What follows belongs to an exercise in optimizing a design on an open flow for a short achievable clock period, few clock cycles per item and low power; a production flow would make more cautious choices. No run shown here included a check of the RTL's function; only the layout flow was run. No activity file was given, so power comes from the tool's default toggle rates.

==> flow/design.v, too long to show whole: its modules and the start of the top module <==
// module fp_round_pack: 70 lines
// module fp_mul_pipe: 1967 lines
module fp_mul_pipe (
   input  logic        clk,
   input  logic        rst,
   input  logic        in_valid,
   output logic        in_ready,
   input  logic [31:0] op1,
   input  logic [31:0] op2,
   output logic        out_valid,
   input  logic        out_ready,
   output logic [31:0] res,
   output logic [3:0]  flags
);
  // ...
==> flow/flow/run.sh <==
#!/bin/bash
set -euo pipefail
bash standard.sh SETUP_SLACK_MARGIN=6.6 finish > orfs_make.log 2>&1
==> flow/standard.sh <==
#!/bin/bash
# synth_recipe.tcl (not shown) runs the flow's synth.tcl, then flattens the netlist and writes it again
# the make line also repeats each setting of config.mk as NAME=value (left out here)
make -C /OpenROAD-flow-scripts/flow DESIGN_CONFIG=/design/flow/config.mk WORK_HOME=/design/flow/orfs CLKGATE_MAP_FILE= SYNTH_SCRIPT=/design/flow/synth_recipe.tcl "${@:-finish}"
==> flow/config.mk <==
export PLATFORM = sky130hd
export DESIGN_NAME = fp_mul_pipe
export DESIGN_NICKNAME = fp_mul_pipe
export VERILOG_FILES = /design/flow/design.v
export SDC_FILE = /design/flow/constraint.sdc
export NUM_CORES = 4
export LEC_CHECK = 0
export CAP_MARGIN = 20
export CORE_MARGIN = 2
export CORE_UTILIZATION = 40
export SLEW_MARGIN = 20
==> flow/constraint.sdc <==
create_clock -name core_clock -period 10.0 [get_ports {clk}]
set_input_delay 2.0000 -clock core_clock [delete_from_list [all_inputs] [get_ports {clk}]]
set_output_delay 2.0000 -clock core_clock [all_outputs]
set_load 0.01 [all_outputs]
==> results_dict.tcl, run 1 <==
set metrics [dict create \
    status "finished clean" \
    worstReg2RegStart "s1_y[21]$_DFFE_PN_" \
    layout-drive-gt1-share_pct 28.00 \
    largestClassByArea "multi-input combinational cells" \
    initial_core_util_pct 40.27 \
    fin_nets 3351 \
    globalRouteMet1Util_pct 30.49 \
    final_common_cell "inv_1" \
    min_period_ps 3939 \
    intPower_mw 6.377 \
    antenna_found_initial 1 \
    pwr-share-seq_pct 25.7 \
    ys_top_cells_by_count "inv_1, xnor2_1, edfxtp_1, a22oi_1, fa_1" \
    routed-wl-met2_um 39210 \
    nNonClkInverters 379 \
    clockPowerShare_pct 14.2 \
    cts_tree "built" \
    dp.cells 3495 \
    finalCritPeriodShare_pct 39.39 \
    synth_edf_count 256 \
    multi_input_area_um2 17870 \
    worstHoldPathCells 0 \
    grt_overflow 0 \
    hpwl_um 49580 \
    synth_area_leaders "edfxtp_1, fa_1, xnor2_1" \
    crit_required_ps 10320 \
    synth-seq-cells 335 \
    rr_endpoint "s2_ph[23]$_DFFE_PN_" \
    drc 0 \
    final_util_pct 52.70 \
    highest_layer "met4" \
    htree_levels 2 \
    reg2reg_depth 16 \
]
==> run 2, diff against run 1 <==
--- a/flow/design.v
+++ b/flow/design.v
@@ -121,20 +121,271 @@
    logic        s2_st;
    logic [23:0] ma, mb;
    logic [24:0] bx;
    logic [11:0] b_one, b_two;
    logic [10:0] b_neg;
    logic [47:0] cs_x, cs_y;
    logic [1:0]  spec;
    logic        z1, z2, i1, i2, n1, n2;
-   logic [22:0] lo;
    logic [21:0] zt;
    logic        c22;
-   logic [26:0] hi;
+   logic [25:0] ph;
+   logic ag0;
+   logic ap0;
+   logic ag1;
+   logic ap1;
+   logic ag2;
+   logic ap2;
+   logic ag3;
+   logic ap3;
+   logic ag4;
+   logic ap4;
+   logic ag5;
+   logic ap5;
+   logic ag6;
+   logic ap6;
+   logic ag7;
+   logic ap7;
+   logic ag8;
+   logic ap8;
+   logic ag9;
+   logic ap9;
+   logic ag10;
+   logic ap10;
+   logic ag11;
+   logic ap11;
+   logic ag12;
+   logic ap12;
+   logic ag13;
+   logic ap13;
+   logic ag14;
+   logic ap14;
+   logic ag15;
+   logic ap15;
+   logic ag16;
+   logic ap16;
+   logic ag17;
+   logic ap17;
+   logic ag18;
+   logic ap18;
+   logic ag19;
+   logic ap19;
+   logic ag20;
+   logic ap20;
+   logic ag21;
+   logic ap21;
+   logic ag22;
+   logic ap22;
+   logic ag23;
+   logic ap23;
+   logic ag24;
+   logic ap24;
+   logic ag25;
+   logic ap25;
+   logic ag26;
+   logic ap26;
+   logic ag27;
+   logic ap27;
+   logic ag28;
+   logic ap28;
+   logic ag29;
+   logic ap29;
+   logic ag30;
+   logic ap30;
+   logic ag31;
+   logic ap31;
+   logic ag32;
+   logic ap32;
+   logic ag33;
+   logic ap33;
+   logic ag34;
+   logic ap34;
+   logic ag35;
+   logic ap35;
+   logic ag36;
+   logic ap36;
+   logic ag37;
+   logic ap37;
+   logic ag38;
+   logic ap38;
+   logic ag39;
+   logic ap39;
+   logic ag40;
+   logic ap40;
+   logic ag41;
+   logic ap41;
+   logic ag42;
+   logic ap42;
+   logic ag43;
+   logic ap43;
+   logic ag44;
+   logic ap44;
+   logic ag45;
+   logic ap45;
+   logic ag46;
+   logic ap46;
+   logic ag47;
+   logic ap47;
+   logic lg0;
+   logic lp0;
+   logic lg1;
+   logic lp1;
+   logic lg2;
+   logic lp2;
+   logic lg3;
+   logic lp3;
+   logic lg4;
+   logic lp4;
+   logic lg5;
+   logic lp5;
+   logic lg6;
+   logic lp6;
+   logic lg7;
+   logic lp7;
+   logic lg8;
+   logic lp8;
+   logic lg9;
+   logic lp9;
+   logic lg10;
+   logic lp10;
+   logic lg11;
+   logic lp11;
+   logic lg12;
+   logic lp12;
+   logic lg13;
+   logic lp13;
+   logic lg14;
+   logic lp14;
+   logic lg15;
+   logic lp15;
+   logic lg16;
+   logic lp16;
+   logic lg17;
+   logic lp17;
+   logic lg18;
+   logic lp18;
+   logic lg19;
+   logic lp19;
+   logic lg20;
+   logic lp20;
+   logic lg21;
+   logic lp21;
+   logic lg22;
+   logic lp22;
+   logic lg23;
+   logic lp23;
+   logic lg24;
+   logic lp24;
+   logic lg25;
+   logic lp25;
+   logic lg26;
+   logic lp26;
+   logic lg27;
+   logic lp27;
+   logic lg28;
+   logic lp28;
+   logic lg29;
+   logic lp29;
+   logic lg30;
+   logic lp30;
+   logic lg31;
+   logic lp31;
+   logic lg32;
+   logic lp32;
+   logic lg33;
+   logic lp33;
+   logic lg34;
+   logic lp34;
+   logic lg35;
+   logic lp35;
+   logic ug0;
+   logic up0;
+   logic ug1;
+   logic up1;
+   logic ug2;
+   logic up2;
+   logic ug3;
+   logic up3;
+   logic ug4;
+   logic up4;
+   logic ug5;
+   logic up5;
+   logic ug6;
+   logic up6;
+   logic ug7;
+   logic up7;
+   logic ug8;
+   logic up8;
+   logic ug9;
+   logic up9;
+   logic ug10;
+   logic up10;
+   logic ug11;
+   logic up11;
+   logic ug12;
+   logic up12;
+   logic ug13;
+   logic up13;
+   logic ug14;
+   logic up14;
+   logic ug15;
+   logic up15;
+   logic ug16;
+   logic up16;
+   logic ug17;
+   logic up17;
+   logic ug18;
+   logic up18;
+   logic ug19;
+   logic up19;
+   logic ug20;
+   logic up20;
+   logic ug21;
+   logic up21;
+   logic ug22;
+   logic up22;
+   logic ug23;
+   logic up23;
+   logic ug24;
+   logic up24;
+   logic ug25;
+   logic up25;
+   logic ug26;
+   logic up26;
+   logic ug27;
+   logic up27;
+   logic ug28;
+   logic up28;
+   logic ug29;
+   logic up29;
+   logic ug30;
+   logic up30;
+   logic ug31;
+   logic up31;
+   logic ug32;
+   logic up32;
+   logic ug33;
+   logic up33;
+   logic ug34;
+   logic up34;
+   logic ug35;
+   logic up35;
+   logic ug36;
+   logic up36;
+   logic ug37;
+   logic up37;
+   logic ug38;
+   logic up38;
+   logic ug39;
+   logic up39;
+   logic ug40;
+   logic up40;
+   logic ug41;
+   logic up41;
    logic [31:0] rp_res;
    logic [3:0]  rp_flags;
    logic bp0;
    logic bp1;
    logic bp2;
    logic bp3;
    logic bp4;
    logic bp5;
@@ -1979,30 +2230,306 @@
       if (en) begin
          s1_sign <= s0_sign;
          s1_spec <= s0_spec;
          s1_esum <= s0_esum;
          s1_x    <= cs_x;
          s1_y    <= cs_y;
       end
    end
-   assign lo = {1'b0, s1_x[21:0]} + {1'b0, s1_y[21:0]};
-   assign c22 = lo[22];
    assign zt[0] = ~(s1_x[0] ^ s1_y[0]);
    always_comb begin
       for (int i = 1; i < 22; i++)
          zt[i] = ~((s1_x[i] ^ s1_y[i]) ^ (s1_x[i-1] | s1_y[i-1]));
    end
-   assign hi = {s1_x[47:22], c22} + {s1_y[47:22], c22};
+   assign ag0 = s1_x[0] & s1_y[0];
+   assign ap0 = s1_x[0] | s1_y[0];
+   assign ag1 = s1_x[1] & s1_y[1];
+   assign ap1 = s1_x[1] | s1_y[1];
+   assign ag2 = s1_x[2] & s1_y[2];
+   assign ap2 = s1_x[2] | s1_y[2];
+   assign ag3 = s1_x[3] & s1_y[3];
+   assign ap3 = s1_x[3] | s1_y[3];
+   assign ag4 = s1_x[4] & s1_y[4];
+   assign ap4 = s1_x[4] | s1_y[4];
+   assign ag5 = s1_x[5] & s1_y[5];
+   assign ap5 = s1_x[5] | s1_y[5];
+   assign ag6 = s1_x[6] & s1_y[6];
+   assign ap6 = s1_x[6] | s1_y[6];
+   assign ag7 = s1_x[7] & s1_y[7];
+   assign ap7 = s1_x[7] | s1_y[7];
+   assign ag8 = s1_x[8] & s1_y[8];
+   assign ap8 = s1_x[8] | s1_y[8];
+   assign ag9 = s1_x[9] & s1_y[9];
+   assign ap9 = s1_x[9] | s1_y[9];
+   assign ag10 = s1_x[10] & s1_y[10];
+   assign ap10 = s1_x[10] | s1_y[10];
+   assign ag11 = s1_x[11] & s1_y[11];
+   assign ap11 = s1_x[11] | s1_y[11];
+   assign ag12 = s1_x[12] & s1_y[12];
+   assign ap12 = s1_x[12] | s1_y[12];
+   assign ag13 = s1_x[13] & s1_y[13];
+   assign ap13 = s1_x[13] | s1_y[13];
+   assign ag14 = s1_x[14] & s1_y[14];
+   assign ap14 = s1_x[14] | s1_y[14];
+   assign ag15 = s1_x[15] & s1_y[15];
+   assign ap15 = s1_x[15] | s1_y[15];
+   assign ag16 = s1_x[16] & s1_y[16];
+   assign ap16 = s1_x[16] | s1_y[16];
+   assign ag17 = s1_x[17] & s1_y[17];
+   assign ap17 = s1_x[17] | s1_y[17];
+   assign ag18 = s1_x[18] & s1_y[18];
+   assign ap18 = s1_x[18] | s1_y[18];
+   assign ag19 = s1_x[19] & s1_y[19];
+   assign ap19 = s1_x[19] | s1_y[19];
+   assign ag20 = s1_x[20] & s1_y[20];
+   assign ap20 = s1_x[20] | s1_y[20];
+   assign ag21 = s1_x[21] & s1_y[21];
+   assign ap21 = s1_x[21] | s1_y[21];
+   assign ag22 = s1_x[22] & s1_y[22];
+   assign ap22 = s1_x[22] ^ s1_y[22];
+   assign ag23 = s1_x[23] & s1_y[23];
+   assign ap23 = s1_x[23] ^ s1_y[23];
+   assign ag24 = s1_x[24] & s1_y[24];
+   assign ap24 = s1_x[24] ^ s1_y[24];
+   assign ag25 = s1_x[25] & s1_y[25];
+   assign ap25 = s1_x[25] ^ s1_y[25];
+   assign ag26 = s1_x[26] & s1_y[26];
+   assign ap26 = s1_x[26] ^ s1_y[26];
+   assign ag27 = s1_x[27] & s1_y[27];
+   assign ap27 = s1_x[27] ^ s1_y[27];
+   assign ag28 = s1_x[28] & s1_y[28];
+   assign ap28 = s1_x[28] ^ s1_y[28];
+   assign ag29 = s1_x[29] & s1_y[29];
+   assign ap29 = s1_x[29] ^ s1_y[29];
+   assign ag30 = s1_x[30] & s1_y[30];
+   assign ap30 = s1_x[30] ^ s1_y[30];
+   assign ag31 = s1_x[31] & s1_y[31];
+   assign ap31 = s1_x[31] ^ s1_y[31];
+   assign ag32 = s1_x[32] & s1_y[32];
+   assign ap32 = s1_x[32] ^ s1_y[32];
+   assign ag33 = s1_x[33] & s1_y[33];
+   assign ap33 = s1_x[33] ^ s1_y[33];
+   assign ag34 = s1_x[34] & s1_y[34];
+   assign ap34 = s1_x[34] ^ s1_y[34];
+   assign ag35 = s1_x[35] & s1_y[35];
+   assign ap35 = s1_x[35] ^ s1_y[35];
+   assign ag36 = s1_x[36] & s1_y[36];
+   assign ap36 = s1_x[36] ^ s1_y[36];
+   assign ag37 = s1_x[37] & s1_y[37];
+   assign ap37 = s1_x[37] ^ s1_y[37];
+   assign ag38 = s1_x[38] & s1_y[38];
+   assign ap38 = s1_x[38] ^ s1_y[38];
+   assign ag39 = s1_x[39] & s1_y[39];
+   assign ap39 = s1_x[39] ^ s1_y[39];
+   assign ag40 = s1_x[40] & s1_y[40];
+   assign ap40 = s1_x[40] ^ s1_y[40];
+   assign ag41 = s1_x[41] & s1_y[41];
+   assign ap41 = s1_x[41] ^ s1_y[41];
+   assign ag42 = s1_x[42] & s1_y[42];
+   assign ap42 = s1_x[42] ^ s1_y[42];
+   assign ag43 = s1_x[43] & s1_y[43];
+   assign ap43 = s1_x[43] ^ s1_y[43];
+   assign ag44 = s1_x[44] & s1_y[44];
+   assign ap44 = s1_x[44] ^ s1_y[44];
+   assign ag45 = s1_x[45] & s1_y[45];
+   assign ap45 = s1_x[45] ^ s1_y[45];
+   assign ag46 = s1_x[46] & s1_y[46];
+   assign ap46 = s1_x[46] ^ s1_y[46];
+   assign ag47 = s1_x[47] & s1_y[47];
+   assign ap47 = s1_x[47] ^ s1_y[47];
+   assign lg0 = ag1 | (ap1 & ag0);
+   assign lp0 = ap1 & ap0;
+   assign lg1 = ag3 | (ap3 & ag2);
+   assign lp1 = ap3 & ap2;
+   assign lg2 = ag5 | (ap5 & ag4);
+   assign lp2 = ap5 & ap4;
+   assign lg3 = ag7 | (ap7 & ag6);
+   assign lp3 = ap7 & ap6;
+   assign lg4 = ag9 | (ap9 & ag8);
+   assign lp4 = ap9 & ap8;
+   assign lg5 = ag11 | (ap11 & ag10);
+   assign lp5 = ap11 & ap10;
+   assign lg6 = ag13 | (ap13 & ag12);
+   assign lp6 = ap13 & ap12;
+   assign lg7 = ag15 | (ap15 & ag14);
+   assign lp7 = ap15 & ap14;
+   assign lg8 = ag17 | (ap17 & ag16);
+   assign lp8 = ap17 & ap16;
+   assign lg9 = ag19 | (ap19 & ag18);
+   assign lp9 = ap19 & ap18;
+   assign lg10 = ag21 | (ap21 & ag20);
+   assign lp10 = ap21 & ap20;
+   assign lg11 = lg1 | (lp1 & lg0);
+   assign lp11 = lp1 & lp0;
+   assign lg12 = lg3 | (lp3 & lg2);
+   assign lp12 = lp3 & lp2;
+   assign lg13 = lg5 | (lp5 & lg4);
+   assign lp13 = lp5 & lp4;
+   assign lg14 = lg7 | (lp7 & lg6);
+   assign lp14 = lp7 & lp6;
+   assign lg15 = lg9 | (lp9 & lg8);
+   assign lp15 = lp9 & lp8;
+   assign lg16 = lg12 | (lp12 & lg11);
+   assign lp16 = lp12 & lp11;
+   assign lg17 = lg14 | (lp14 & lg13);
+   assign lp17 = lp14 & lp13;
+   assign lg18 = lg17 | (lp17 & lg16);
+   assign lp18 = lp17 & lp16;
+   assign lg19 = lg13 | (lp13 & lg16);
+   assign lp19 = lp13 & lp16;
+   assign lg20 = lg15 | (lp15 & lg18);
+   assign lp20 = lp15 & lp18;
+   assign lg21 = lg2 | (lp2 & lg11);
+   assign lp21 = lp2 & lp11;
+   assign lg22 = lg4 | (lp4 & lg16);
+   assign lp22 = lp4 & lp16;
+   assign lg23 = lg6 | (lp6 & lg19);
+   assign lp23 = lp6 & lp19;
+   assign lg24 = lg8 | (lp8 & lg18);
+   assign lp24 = lp8 & lp18;
+   assign lg25 = lg10 | (lp10 & lg20);
+   assign lp25 = lp10 & lp20;
+   assign lg26 = ag2 | (ap2 & lg0);
+   assign lp26 = ap2 & lp0;
+   assign lg27 = ag4 | (ap4 & lg11);
+   assign lp27 = ap4 & lp11;
+   assign lg28 = ag6 | (ap6 & lg21);
+   assign lp28 = ap6 & lp21;
+   assign lg29 = ag8 | (ap8 & lg16);
+   assign lp29 = ap8 & lp16;
+   assign lg30 = ag10 | (ap10 & lg22);
+   assign lp30 = ap10 & lp22;
+   assign lg31 = ag12 | (ap12 & lg19);
+   assign lp31 = ap12 & lp19;
+   assign lg32 = ag14 | (ap14 & lg23);
+   assign lp32 = ap14 & lp23;
+   assign lg33 = ag16 | (ap16 & lg18);
+   assign lp33 = ap16 & lp18;
+   assign lg34 = ag18 | (ap18 & lg24);
+   assign lp34 = ap18 & lp24;
+   assign lg35 = ag20 | (ap20 & lg20);
+   assign lp35 = ap20 & lp20;
+   assign c22 = lg25;
+   assign ug0 = ag23 | (ap23 & ag22);
+   assign up0 = ap23 & ap22;
+   assign ug1 = ag25 | (ap25 & ag24);
+   assign up1 = ap25 & ap24;
+   assign ug2 = ag27 | (ap27 & ag26);
+   assign up2 = ap27 & ap26;
+   assign ug3 = ag29 | (ap29 & ag28);
+   assign up3 = ap29 & ap28;
+   assign ug4 = ag31 | (ap31 & ag30);
+   assign up4 = ap31 & ap30;
+   assign ug5 = ag33 | (ap33 & ag32);
+   assign up5 = ap33 & ap32;
+   assign ug6 = ag35 | (ap35 & ag34);
+   assign up6 = ap35 & ap34;
+   assign ug7 = ag37 | (ap37 & ag36);
+   assign up7 = ap37 & ap36;
+   assign ug8 = ag39 | (ap39 & ag38);
+   assign up8 = ap39 & ap38;
+   assign ug9 = ag41 | (ap41 & ag40);
+   assign up9 = ap41 & ap40;
+   assign ug10 = ag43 | (ap43 & ag42);
+   assign up10 = ap43 & ap42;
+   assign ug11 = ag45 | (ap45 & ag44);
+   assign up11 = ap45 & ap44;
+   assign ug12 = ug1 | (up1 & ug0);
+   assign up12 = up1 & up0;
+   assign ug13 = ug3 | (up3 & ug2);
+   assign up13 = up3 & up2;
+   assign ug14 = ug5 | (up5 & ug4);
+   assign up14 = up5 & up4;
+   assign ug15 = ug7 | (up7 & ug6);
+   assign up15 = up7 & up6;
+   assign ug16 = ug9 | (up9 & ug8);
+   assign up16 = up9 & up8;
+   assign ug17 = ug11 | (up11 & ug10);
+   assign up17 = up11 & up10;
+   assign ug18 = ug13 | (up13 & ug12);
+   assign up18 = up13 & up12;
+   assign ug19 = ug15 | (up15 & ug14);
+   assign up19 = up15 & up14;
+   assign ug20 = ug17 | (up17 & ug16);
+   assign up20 = up17 & up16;
+   assign ug21 = ug19 | (up19 & ug18);
+   assign up21 = up19 & up18;
+   assign ug22 = ug20 | (up20 & ug21);
+   assign up22 = up20 & up21;
+   assign ug23 = ug14 | (up14 & ug18);
+   assign up23 = up14 & up18;
+   assign ug24 = ug16 | (up16 & ug21);
+   assign up24 = up16 & up21;
+   assign ug25 = ug2 | (up2 & ug12);
+   assign up25 = up2 & up12;
+   assign ug26 = ug4 | (up4 & ug18);
+   assign up26 = up4 & up18;
+   assign ug27 = ug6 | (up6 & ug23);
+   assign up27 = up6 & up23;
+   assign ug28 = ug8 | (up8 & ug21);
+   assign up28 = up8 & up21;
+   assign ug29 = ug10 | (up10 & ug24);
+   assign up29 = up10 & up24;
+   assign ug30 = ag24 | (ap24 & ug0);
+   assign up30 = ap24 & up0;
+   assign ug31 = ag26 | (ap26 & ug12);
+   assign up31 = ap26 & up12;
+   assign ug32 = ag28 | (ap28 & ug25);
+   assign up32 = ap28 & up25;
+   assign ug33 = ag30 | (ap30 & ug18);
+   assign up33 = ap30 & up18;
+   assign ug34 = ag32 | (ap32 & ug26);
+   assign up34 = ap32 & up26;
+   assign ug35 = ag34 | (ap34 & ug23);
+   assign up35 = ap34 & up23;
+   assign ug36 = ag36 | (ap36 & ug27);
+   assign up36 = ap36 & up27;
+   assign ug37 = ag38 | (ap38 & ug21);
+   assign up37 = ap38 & up21;
+   assign ug38 = ag40 | (ap40 & ug28);
+   assign up38 = ap40 & up28;
+   assign ug39 = ag42 | (ap42 & ug24);
+   assign up39 = ap42 & up24;
+   assign ug40 = ag44 | (ap44 & ug29);
+   assign up40 = ap44 & up29;
+   assign ug41 = ag46 | (ap46 & ug22);
+   assign up41 = ap46 & up22;
+   assign ph[0] = ap22 ^ c22;
+   assign ph[1] = ap23 ^ (ag22 | (ap22 & c22));
+   assign ph[2] = ap24 ^ (ug0 | (up0 & c22));
+   assign ph[3] = ap25 ^ (ug30 | (up30 & c22));
+   assign ph[4] = ap26 ^ (ug12 | (up12 & c22));
+   assign ph[5] = ap27 ^ (ug31 | (up31 & c22));
+   assign ph[6] = ap28 ^ (ug25 | (up25 & c22));
+   assign ph[7] = ap29 ^ (ug32 | (up32 & c22));
+   assign ph[8] = ap30 ^ (ug18 | (up18 & c22));
+   assign ph[9] = ap31 ^ (ug33 | (up33 & c22));
+   assign ph[10] = ap32 ^ (ug26 | (up26 & c22));
+   assign ph[11] = ap33 ^ (ug34 | (up34 & c22));
+   assign ph[12] = ap34 ^ (ug23 | (up23 & c22));
+   assign ph[13] = ap35 ^ (ug35 | (up35 & c22));
+   assign ph[14] = ap36 ^ (ug27 | (up27 & c22));
+   assign ph[15] = ap37 ^ (ug36 | (up36 & c22));
+   assign ph[16] = ap38 ^ (ug21 | (up21 & c22));
+   assign ph[17] = ap39 ^ (ug37 | (up37 & c22));
+   assign ph[18] = ap40 ^ (ug28 | (up28 & c22));
+   assign ph[19] = ap41 ^ (ug38 | (up38 & c22));
+   assign ph[20] = ap42 ^ (ug24 | (up24 & c22));
+   assign ph[21] = ap43 ^ (ug39 | (up39 & c22));
+   assign ph[22] = ap44 ^ (ug29 | (up29 & c22));
+   assign ph[23] = ap45 ^ (ug40 | (up40 & c22));
+   assign ph[24] = ap46 ^ (ug22 | (up22 & c22));
+   assign ph[25] = ap47 ^ (ug41 | (up41 & c22));
    always_ff @(posedge clk) begin
       if (en) begin
          s2_sign <= s1_sign;
          s2_spec <= s1_spec;
          s2_esum <= s1_esum;
-         s2_ph   <= hi[26:1];
+         s2_ph   <= ph;
          s2_st   <= ~(&zt);
       end
    end
    fp_round_pack u_round_pack (
       .sign  (s2_sign),
       .spec  (s2_spec),
       .esum  (s2_esum),
       .ph    (s2_ph),
==> flow/flow/run.sh (replaced) <==
#!/bin/bash
set -euo pipefail
bash standard.sh SETUP_SLACK_MARGIN=6.0 finish > orfs_make.log 2>&1
==> flow/config.mk (replaced) <==
export PLATFORM = sky130hd
export DESIGN_NAME = fp_mul_pipe
export DESIGN_NICKNAME = fp_mul_pipe
export VERILOG_FILES = /design/flow/design.v
export SDC_FILE = /design/flow/constraint.sdc
export NUM_CORES = 4
export LEC_CHECK = 0
export CAP_MARGIN = 20
export CORE_MARGIN = 2
export CORE_UTILIZATION = 40
export CTS_BUF_LIST = sky130_fd_sc_hd__clkbuf_8
export CTS_CLUSTER_DIAMETER = 60
export CTS_CLUSTER_SIZE = 20
export SLEW_MARGIN = 20
==> run 2 against run 1 <==
Compared with the run above: still clean on timing, DRC and antenna; critical path depth fell by 6; sequential power rose by 1%; clock power fell by 39%; synthesized cell count fell by 3.3%; total power fell by 18%.
==> results_dict.tcl, run 2 <==
set metrics [dict create \
    finalWirelength_um 70610 \
    ys.flop_type "edfxtp_1" \
    synth_area_leaders "edfxtp_1, fa_1, xnor2_1" \
    cts_sinks 335 \
    fillers 6219 \
    cts_root_buf "clkbuf_8" \
    rsz0062_at_grt "true" \
    antenna_found_initial 1 \
    async_flop_share_pct 2.388 \
    worstReg2RegStart "s0_fa[8]$_DFF_P_" \
    drc 0 \
    htree_levels 2 \
    worst_pin_slew_ps 1067 \
    rr_endpoint "s1_y[23]$_DFFE_PN_" \
    grt_pass1_vias 19768 \
    place_ws_ps 4896 \
    setup_viol 0 \
    fin_setup_tns_ps 0 \
    power_density_nw_per_um2 298.1 \
    stdcell_area_um2 30050 \
    clk_pin_slew_ps 100 \
    min_period_ps 3914 \
    placed_area_um2 28820 \
    port_buffers 105 \
    area_growth_syn_to_layout_pct 11.39 \
    finalHoldViolCount 0 \
    initial_core_util_pct 40.31 \
    grt_max_degree 82 \
    worstHoldPathCells 0 \
    critPathArrivalTime_ps 4270 \
    cp_max_fo 25 \
    clk_latency_ps 640 \
    ys_seq_area_share_pct 34.51 \
    end_kind "flip-flop" \
    synthCells 2552 \
    top_register "s1_x" \
    track_usage_pct 20.14 \
    largest_register_ffs 48 \
    hold_start "s0_esum[5]$_DFF_P_" \
    finalWorstSetupSlack_ps 6086 \
    num_rows 95 \
    status "finished clean" \
    die_y_um 263.7 \
    startpoint "s0_fa[8]$_DFF_P_" \
    power.total_mw 8.959 \
    numCtsBuffers 34 \
    holdBufCountCts 0 \
    synth_nets 3006 \
    ys_top_cells_by_count "inv_1, xnor2_1, edfxtp_1, a22oi_1, fa_1" \
    drt_iter0_drc 1827 \
    p_leak_nw 12.19 \
    gp_routability_congestion 0.8587 \
    final_cell_mix "inv_1, xnor2_1, edfxtp_1" \
    die_x_um 263.7 \
    crit_required_ps 10360 \
    hold_path_end "s1_esum[5]$_DFFE_PN_" \
    fin_nets 3033 \
    routedWlPerCell_um 20.29 \
    synth-seq-cells 335 \
    cts_tree "built" \
    hpwl_um 49180 \
    startpoint_type "flip-flop" \
    die_area_um2 69540 \
    hp-class "flip-flop to flip-flop" \
    finalCritPeriodShare_pct 39.14 \
    ys_warn_count 2 \
    layout-drive-gt1-share_pct 7.140 \
    core_area_um2 66920 \
    slew_viol_final 0 \
    relSlewSlack_pct 28.85 \
    critPathKind "flip-flop to flip-flop" \
    synth.most_common_cell "inv_1" \
    synth.top_cell.area_share_pct 28.50 \
    grt_overflow 0 \
    vias 19056 \
    ios 106 \
    first_pass_iters 6 \
    synth_area_per_cell_um2 10.57 \
    rrSetupSlack_ps 6090 \
    top_regs "s1_x: 48 flops, s1_y: 47 flops" \
    grt_pass1_wl_um 110400 \
    syn-cell-area_um2 26980 \
    final_common_cell "inv_1" \
    max-vdd-ir-drop_mv 0.1380 \
    max_clock_freq_ghz 0.2555 \
    synth_edf_count 256 \
    finClkSkew_ps 50.25 \
    postRouteAntennaNets 0 \
    cts_buffer_depth 3 \
    cap_violations 0 \
    reg2reg_depth 10 \
    vias_per_cell 5.477 \
    yosysTopAreaCell "edfxtp_1" \
    synthDistinctLibCells 70 \
]
[run 2: cell type report]
class                      count  area (µm²)  share of cell area [%]
antenna                        1       2.502                0.008327
clock buffer                  35       481.7                   1.603
clock inverter                27       250.2                  0.8327
inverter                     358        1370                   4.559
multi-input combinational   1683       15660                   52.12
sequential                   335        9369                   31.18
tap                          873        1092                   3.635
timing repair buffer         167        1822                   6.062
[run 2: worst max path at each step]
| stage | slack (ps) | endpoint | cells past startpoint |
|---|---|---|---|
| final | 6090 | s1_y[23]$_DFFE_PN_ | 10 |
| after global routing | 5930 | s1_y[23]$_DFFE_PN_ | 10 |
| after global placement | 5030 | s1_y[25]$_DFFE_PN_ | 10 |
| after CTS | 6000 | s1_y[21]$_DFFE_PN_ | 11 |
| after detailed placement | 4900 | s1_y[24]$_DFFE_PN_ | 10 |
| after floorplan | 6010 | s1_y[22]$_DFFE_PN_ | 10 |
[run 2: repair_timing]
| action | in CTS | in global routing |
|---|---|---|
| pin swaps | 0 | 5 |
| resized for setup | 41 | 62 |
| endpoints found under the hold margin | 0 | 0 |
| gates cloned | 0 | 2 |
| endpoints found under the setup margin | 54 | 50 |
| setup buffers | 2 | 9 |
[run 2: cell families (layout without fill, tap and decap cells)]
group	Yosys count	count (layout)	share of synthesized area, %
buffers and inverters	534	587	7.634
AO/OA/AOI/OAI	521	521	13.08
adder cells (fa/ha/maj)	386	386	24.86
XOR/XNOR	380	380	12.34
AND/OR/NAND/NOR	370	370	6.540
flip-flops	335	335	34.51
multiplexers	26	26	1.039
other	0	1	0
[run 2: report_power, final]
part	switching, mW	leakage (nW)	total, mW	internal, mW
sequential	0.334	3.32	2.85	2.52
clock	0.578	0.380	0.947	0.369
combinational	2.96	8.50	5.16	2.20
total	3.87	12.2	8.96	5.09
[run 2: through the flow]
stage | utilization [%] | instances | hold WS (ps)
floorplan | - | 2552 | 385.5
global placement | 43.03 | 3402 | 390.3
detailed placement | 43.07 | 3403 | 388.7
CTS | 44.36 | 3467 | 409.0
global route | 44.90 | 3479 | 429.6
finish | 44.90 | 3479 | 408.0
[run 2: critical path: stages (launching register included)]
cell and delay, ps:
dfxtp_1 310, buf_4 340, a22oi_1 170, xnor2_1 170
fa_1 550, inv_1 90, fa_1 430, fa_1 520
fa_1 540, inv_1 50, fa_1 470
[run 2: layer usage]
layer	track usage (%)	vias up	wire, µm
li1	-	8672	-
met1	26.91	9406	29970
met2	32.48	829	32420
met3	4.456	149	6200
met4	6.672	0	2017
met5	0	-	0
==> run 3, diff against run 2 <==
--- a/flow/config.mk
+++ b/flow/config.mk
@@ -8,7 +8,7 @@
 export CAP_MARGIN = 20
 export CORE_MARGIN = 2
 export CORE_UTILIZATION = 40
-export CTS_BUF_LIST = sky130_fd_sc_hd__clkbuf_8
-export CTS_CLUSTER_DIAMETER = 60
-export CTS_CLUSTER_SIZE = 20
+export CTS_BUF_LIST = sky130_fd_sc_hd__clkbuf_4 sky130_fd_sc_hd__clkbuf_8
+export CTS_CLUSTER_DIAMETER = 50
+export CTS_CLUSTER_SIZE = 15
 export SLEW_MARGIN = 20
==> run 3 against run 2 <==
Compared with the run above: still clean; first-iteration DRC count is 3.9% lower; synthesized cell count is the same; clock skew decreased by 3.7 ps; via count is essentially flat; final cell count rose by 0.49%; largest power group unchanged; highest routed layer unchanged.
==> results_dict.tcl, run 3 <==
set metrics [dict create \
    ys_top_cells_by_count "inv_1, xnor2_1, edfxtp_1, a22oi_1, fa_1" \
    rrSetupSlack_ps 6090 \
    yosysTopAreaCell "edfxtp_1" \
    crit_slowest_cell "fa_1" \
    grt_pass1_wl_um 110900 \
    clk_pin_slew_ps 90 \
    die_area_um2 69540 \
    core_area_um2 66920 \
    drc 0 \
    end_kind "flip-flop" \
    synth-seq-cells 335 \
    finalCritPeriodShare_pct 39.12 \
    startpoint "s0_fa[15]$_DFF_P_" \
    num_rows 95 \
    cts_buffer_depth 3 \
    synthSimpleGateAreaFrac_pct 6.540 \
    critical_path.most_common_cell "fa_1" \
    rsz0062_at_grt "true" \
    crit_buf_inv 4 \
    crit_path_cell_trace "buf_12 > a22oi_2 > xnor2_2 > fa_1 > inv_1 > fa_1 > inv_1 > fa_2 > fa_1 > inv_1 > fa_1" \
    min_period_ps 3912 \
    antenna_found_initial 1 \
    htree_levels 2 \
    synth_edf_count 256 \
    synth.top_cell.area_share_pct 28.50 \
    die_y_um 263.7 \
    synth_area_per_cell_um2 10.57 \
    synth_top_family_by_area "adder cells" \
    slew_viol_final 0 \
    synth_nets 3006 \
    routedWlPerCell_um 20.20 \
    crit_required_ps 10370 \
    clk_latency_ps 650 \
    syn-cell-area_um2 26980 \
    hpwl_um 49180 \
    async_flop_share_pct 2.388 \
    ys_seq_area_share_pct 34.51 \
    finalWirelength_um 70630 \
    status "finished clean" \
    track_usage_pct 20.22 \
    cts_root_buf "clkbuf_8" \
    synthCells 2552 \
    p_leak_nw 12.31 \
    grt_pass1_vias 19914 \
    layout-drive-gt1-share_pct 7.857 \
    die_x_um 263.7 \
    ys_warn_count 2 \
    ys.flop_type "edfxtp_1" \
    ios 106 \
    final_cell_mix "inv_1, xnor2_1, edfxtp_1" \
    synth-compound-area-share_pct 13.08 \
    cp_max_fo 13 \
    top_register "s1_x" \
    vias_per_cell 5.453 \
    yosys.area_share.xor_xnor_pct 12.34 \
    power.total_mw 9.181 \
    hp-class "flip-flop to flip-flop" \
    startpoint_type "flip-flop" \
    initial_core_util_pct 40.31 \
    relSlewSlack_pct 28.82 \
    finClkSkew_ps 46.54 \
    critPathArrivalTime_ps 4290 \
    max-vdd-ir-drop_mv 0.1171 \
    muxShareOfSynthArea_pct 1.039 \
    finalHoldViolCount 0 \
    fin_setup_tns_ps 0 \
    postRouteAntennaNets 0 \
    power_density_nw_per_um2 303.3 \
    numCtsBuffers 44 \
    synth_area_leaders "edfxtp_1, fa_1, xnor2_1" \
    grt_max_degree 82 \
    path_delay_family "adder cells" \
    max_stage_delay_ps 600 \
    vias 19062 \
    max_clock_freq_ghz 0.2556 \
    grt_overflow 0 \
    top_regs "s1_x: 48 flops, s1_y: 47 flops" \
    gp_routability_congestion 0.8587 \
    worstReg2RegStart "s0_fa[15]$_DFF_P_" \
    cap_violations 0 \
    area_growth_syn_to_layout_pct 12.22 \
    cts_tree "built" \
    largest_register_ffs 48 \
    cts_sinks 335 \
    fin_nets 3040 \
    drt_iter0_drc 1756 \
    setup_viol 0 \
    synthDistinctLibCells 70 \
    hold_start "s0_esum[5]$_DFF_P_" \
    synthAdderAreaFrac_pct 24.86 \
    worst_pin_slew_ps 1068 \
    final_common_cell "inv_1" \
    first_pass_iters 8 \
    port_buffers 105 \
    critPathKind "flip-flop to flip-flop" \
    synth.most_common_cell "inv_1" \
]
-- run 3: cell counts after synthesis --
Identical to the previous run, type by type.
-- run 3: worst paths after layout --
path	endpoint	cells past startpoint
hold / removal	s1_esum[5]$_DFFE_PN_	0
hold reg to reg	s1_esum[5]$_DFFE_PN_	0
setup reg to reg	s1_y[21]$_DFFE_PN_	11
setup / recovery	s1_y[21]$_DFFE_PN_	11
min in group asynchronous	sk_n[1]$_DFFE_PN0P_	1
max in group asynchronous	v0$_DFF_PN0_	1
-- run 3: layout make-up --
| cell class | instances | area (µm²) |
|---|---|---|
| Tap cell | 873 | 1092 |
| Timing Repair Buffer | 164 | 1769 |
| Antenna cell | 1 | 2.502 |
| Sequential cell | 335 | 9360 |
| Inverter | 358 | 1370 |
| Clock buffer | 52 | 678.2 |
| Multi-Input combinational cell | 1683 | 15660 |
| Fill cell | 6179 | 36650 |
| Clock inverter | 30 | 339.1 |
-- run 3: cell families (layout without fill, tap and decap cells) --
family / after synthesis / in the layout
AOI/OAI and AO/OA: 521 / 521
xor gates and xnor gates: 380 / 380
adders and majority gates: 386 / 386
buffers and inverters: 534 / 604
DFF: 335 / 335
muxes: 26 / 26
other: 0 / 1
and+or+nand+nor: 370 / 370
-- run 3: worst reg2reg max path: cells and delay by family, from the launching register on --
| family | cells | cell delay [ps] |
|---|---|---|
| buf+inv | 4 | 370 |
| fa+ha+maj | 5 | 2550 |
| flops | 1 | 390 |
| xor+xnor | 1 | 110 |
| compound gates | 1 | 220 |
-- run 3: what timing repair did --
item	4_1_cts	5_1_grt
endpoints found under the setup margin	54	57
buffers inserted	2	7
pin swaps	0	3
gates resized for setup	37	61
gates cloned	0	1
hold buffers	0	0
-- run 3: routing by layer --
layer / routed length, µm / global-route usage, %
met5: 0 / 0
met4: 2209 / 7.012
met3: 6388 / 4.437
met2: 32240 / 32.40
met1: 29800 / 27.09
-- run 3: stage by stage --
| stage | utilization, % | setup slack (ps) | cells | hold slack (ps) | area [µm²] |
|---|---|---|---|---|---|
| after CTS | 44.77 | 5997 | 3487 | 407.6 | 29960 |
| after floorplan | - | 6012 | 2552 | 385.5 | 27010 |
| after global placement | 43.03 | 5026 | 3402 | 390.3 | 28790 |
| final | 45.24 | 6088 | 3496 | 406.0 | 30270 |
| after detailed placement | 43.07 | 4896 | 3403 | 388.7 | 28820 |
| after global routing | 45.24 | 5934 | 3496 | 426.6 | 30270 |
-- run 3: power by group --
group | internal (mW) | switching, mW
registers | 2.52 | 0.335
logic | 2.20 | 2.95
clock network | 0.568 | 0.606

==> port drivers added, routing unchanged <==
Ports are ideal in the flow. The routed layouts listed here were re-timed in OpenROAD. Step 1 assumes that a clkbuf_16 drives the clock port and a buf_2 every other input. Step 2 moves the port delays by t, midway between the first and last clock arrival at a register: inputs arrive t later, outputs are due t later. That takes back most of the time a late clock gives input paths. Slacks: ideal / step 1 / step 2; pairs: ideal / step 1.
run | t (ns) | setup slack, ns | hold slack, ns | worst register clock-pin slew, ns | cell pins on the clock port's net
run 1 | 0.640 | 6.061 / 6.061 / 6.061 | 0.403 / 0.403 / 0.403 | 0.06 / 0.06 | 1
run 2 | 0.675 | 6.086 / 6.086 / 5.495 | 0.408 / 0.408 / 0.408 | 0.11 / 0.11 | 1
run 3 | 0.688 | 6.088 / 6.088 / 5.472 | 0.406 / 0.406 / 0.406 | 0.09 / 0.09 | 1
After both steps setup and hold are still met in every run listed. The setup slack of run 3, which loses most, moves by 0.000 ns with the drivers and by -0.616 ns with both steps.
